From an optimization exercise on the open Yosys and OpenROAD flow, aimed at small area, a short achievable clock period and few clock cycles; shortcuts taken in it are not production practice.
In this exercise RTL edits were held to simulation tests only and were not proved equivalent to the original.
Power and IR drop assume default switching activity.

## hid_keyboard_report_to_key_events_core
module hid_keyboard_report_to_key_events_core (
  input  logic        clk_i,
  input  logic        rst_ni,
  input  logic        in_valid_i,
  output logic        in_stall_o,
  input  logic [55:0] in_data_i,
  output logic        out_valid_o,
  input  logic        out_stall_i,
  output logic [9:0]  out_data_o
);
==> flow/config.mk <==
export PLATFORM = sky130hd
export DESIGN_NAME = hid_keyboard_report_to_key_events_core
export DESIGN_NICKNAME = hid_keyboard_report_to_key_events_core
export VERILOG_FILES = /design/flow/design.v
export SDC_FILE = /design/flow/constraint.sdc
export NUM_CORES = 4
export LEC_CHECK = 0
export ABC_AREA = 1
export ABC_CLOCK_PERIOD_IN_PS = 2300
export CAP_MARGIN = 20
export CORE_MARGIN = 2
export CORE_UTILIZATION = 40
export SETUP_SLACK_MARGIN = 2.7
export SLEW_MARGIN = 20
==> flow/constraint.sdc <==
create_clock -name core_clock -period 5.0 [get_ports {clk_i}]
set_input_delay 1.0000 -clock core_clock [delete_from_list [all_inputs] [get_ports {clk_i}]]
set_output_delay 1.0000 -clock core_clock [all_outputs]
set_load 0.01 [all_outputs]
run.sh (not shown) runs the stock make flow with config.mk's settings and CLKGATE_MAP_FILE= SYNTH_SCRIPT=/design/flow/synth_recipe.tcl, a recipe that flattens the netlist after the stock synthesis.
The first run finished with timing, DRC and antenna clean.
Testbench counts at the start, summed over its fixed seeds: cycles 13,752.
Next try:
==> flow/flow/run.sh (new file) <==
#!/bin/bash
# Standard layout, with the port buffers made of plain buffer cells
# (buffer_ports picks a delay cell by default).
export BUFFER_PORTS_ARGS="-buffer_cell sky130_fd_sc_hd__buf_2"
bash standard.sh > standard.log 2>&1
==> flow/standard.sh (new file) <==
#!/bin/bash
# synth_recipe.tcl (not shown) runs the flow's synth.tcl, then flattens the netlist and writes it again
# the make line also repeats each setting of config.mk as NAME=value (left out here)
make -C /OpenROAD-flow-scripts/flow DESIGN_CONFIG=/design/flow/config.mk WORK_HOME=/design/flow/orfs CLKGATE_MAP_FILE= SYNTH_SCRIPT=/design/flow/synth_recipe.tcl "${@:-finish}"
--- a/flow/config.mk
+++ b/flow/config.mk
@@ -7,8 +7,10 @@
 export LEC_CHECK = 0
 export ABC_AREA = 1
-export ABC_CLOCK_PERIOD_IN_PS = 2300
+export ABC_CLOCK_PERIOD_IN_PS = 2100
 export CAP_MARGIN = 20
 export CORE_MARGIN = 2
-export CORE_UTILIZATION = 40
-export SETUP_SLACK_MARGIN = 2.7
+export CORE_UTILIZATION = 60
+export CTS_BUF_LIST = sky130_fd_sc_hd__clkbuf_4 sky130_fd_sc_hd__clkbuf_8
+export PLACE_DENSITY = 0.75
+export SETUP_SLACK_MARGIN = 2.9
 export SLEW_MARGIN = 20
removed: flow/run.sh
Outcome: The changed run finished with timing, DRC and antenna clean; design area goes down by 7.2%; area after synthesis does not change; worst setup slack improved by 180 ps; via count goes up by 1.3%; die area goes down by 33%; final cell count goes down by 6.8%; clock skew goes up by 7.9 ps; clock-buffer cell count goes up by 1; worst hold slack is about the same; routed wire length goes down by 4.6%; power goes down by 5.0%.
Next try:
--- a/flow/config.mk
+++ b/flow/config.mk
@@ -10,7 +10,7 @@
 export CAP_MARGIN = 20
 export CORE_MARGIN = 2
-export CORE_UTILIZATION = 60
+export CORE_UTILIZATION = 40
 export CTS_BUF_LIST = sky130_fd_sc_hd__clkbuf_4 sky130_fd_sc_hd__clkbuf_8
-export PLACE_DENSITY = 0.75
+export GPL_TIMING_DRIVEN = 0
 export SETUP_SLACK_MARGIN = 2.9
 export SLEW_MARGIN = 20
Global-route usage decreases by 9.5 points.
Via count decreases by 1.5%.
First-iteration DRC count decreases by 31%.
Total power stays flat.
Count of clock-buffer cells in the layout decreases by 1.

========
Another version of the RTL of hid_keyboard_report_to_key_events_core (not shown whole).
Size in the first run: about 1400 cells after synthesis, about 10000 um^2 of cells after synthesis.
Design hid_keyboard_report_to_key_events_core, start of the top module:
module hid_keyboard_report_to_key_events_core (
  input  logic        clk_i,
  input  logic        rst_ni,
  input  logic        in_valid_i,
  output logic        in_stall_o,
  input  logic [55:0] in_data_i,
  output logic        out_valid_o,
  input  logic        out_stall_i,
  output logic [9:0]  out_data_o
);
export LEC_CHECK = 0
export ABC_AREA = 1
export ABC_CLOCK_PERIOD_IN_PS = 2000
export CAP_MARGIN = 20
export CORE_MARGIN = 2
export CORE_UTILIZATION = 40
export CTS_BUF_LIST = sky130_fd_sc_hd__clkbuf_4 sky130_fd_sc_hd__clkbuf_8
export SETUP_SLACK_MARGIN = 3.0
export SLEW_MARGIN = 20
create_clock -name core_clock -period 5.0 [get_ports {clk_i}]
standard.sh (not shown) runs the stock make flow with config.mk's settings and CLKGATE_MAP_FILE= SYNTH_SCRIPT=/design/flow/synth_recipe.tcl, a recipe that flattens the netlist after the stock synthesis.
==> flow/flow/run.sh <==
#!/bin/bash
# Standard layout, with the port buffers made of plain buffer cells
# (buffer_ports picks a delay cell by default).
export BUFFER_PORTS_ARGS="-buffer_cell sky130_fd_sc_hd__buf_2"
bash standard.sh > standard.log 2>&1
The baseline finished clean.
Testbench counts at the start, summed over its fixed seeds: cycles 13,752.
Then changed:
- ABC_CLOCK_PERIOD_IN_PS: 2000 -> 2300
- CTS_BUF_LIST: sky130_fd_sc_hd__clkbuf_4 sky130_fd_sc_hd__clkbuf_8 -> not set
- SETUP_SLACK_MARGIN: 3.0 -> 2.7
What happened: Via count is lower slightly. Fmax goes down by a few percent. Final cell count goes down slightly. Synthesized cell count does not change. Wire length is about the same. Setup slack gets worse by 0.15 ns. First-iteration DRC count fell by about a fifth. Total power came out higher slightly. Cell area came out lower by a few percent. Synthesized area stays the same.
Then changed:
- ABC_CLOCK_PERIOD_IN_PS: 2300 -> 2100
- CTS_BUF_LIST: not set -> sky130_fd_sc_hd__clkbuf_4 sky130_fd_sc_hd__clkbuf_8
- SETUP_SLACK_MARGIN: 2.7 -> 2.9
Result: Setup slack is better by 0.15 ns; wire length grows by 0.39%; register-to-register slack is better by 0.13 ns; power shrinks by 5.7%; combinational power grows by about 7%; clock-buffer cell count stays the same; maximum frequency grows by 7.2%; clock skew grows by 0.0048 ns.
Then changed:
- ABC_CLOCK_PERIOD_IN_PS: 2100 -> 1900
- SETUP_SLACK_MARGIN: 2.9 -> 3.1
Effect:
- cell count grows by 2.8%
- power grows by 9.7%
- final area grows by 8.2%
- first-iteration DRC count grows by 12%
- area after synthesis does not change
- via count grows by 2.5%
- global-route usage grows by 0.83 points
- fmax grows by about 0.5%
- routed wire length grows by 4.3%

[separate check: timing with driven ports]
How much do the figures lean on ideal ports? The routed layouts below were timed once more, with nothing changed but the port constraints. Step 1 sets driving cells, clkbuf_16 on the clock port and buf_2 on the other inputs (assumed; they add their load-dependent delay and slew). Step 2 times the ports against the registers' clock, not the clock port: input delays grow and output delays shrink by t, the midpoint of the rising clock arrivals with the driver on. Slacks: ideal / step 1 / step 2; pairs: ideal / step 1.
run | t (ns) | setup WS [ns] | worst setup path after step 2
the first run of note 1 | 0.478 | 2.706 / 2.728 / 2.249 | input to register
the second run of note 1 | 0.510 | 2.890 / 2.890 / 2.443 | input to register
the third run of note 1 | 0.510 | 2.857 / 2.857 / 2.463 | input to register
the first run of note 2 | 0.513 | 2.967 / 2.920 / 2.572 | input to register
the second run of note 2 | 0.485 | 2.817 / 2.838 / 2.362 | input to register
the third run of note 2 | 0.514 | 2.963 / 2.918 / 2.480 | input to register
the fourth run of note 2 | 0.515 | 2.973 / 2.926 / 2.638 | input to register
After both steps setup and hold are still met in every run listed. The setup slack of the third run of note 2, which loses most, moves by -0.045 ns with the drivers and by -0.483 ns with both steps.
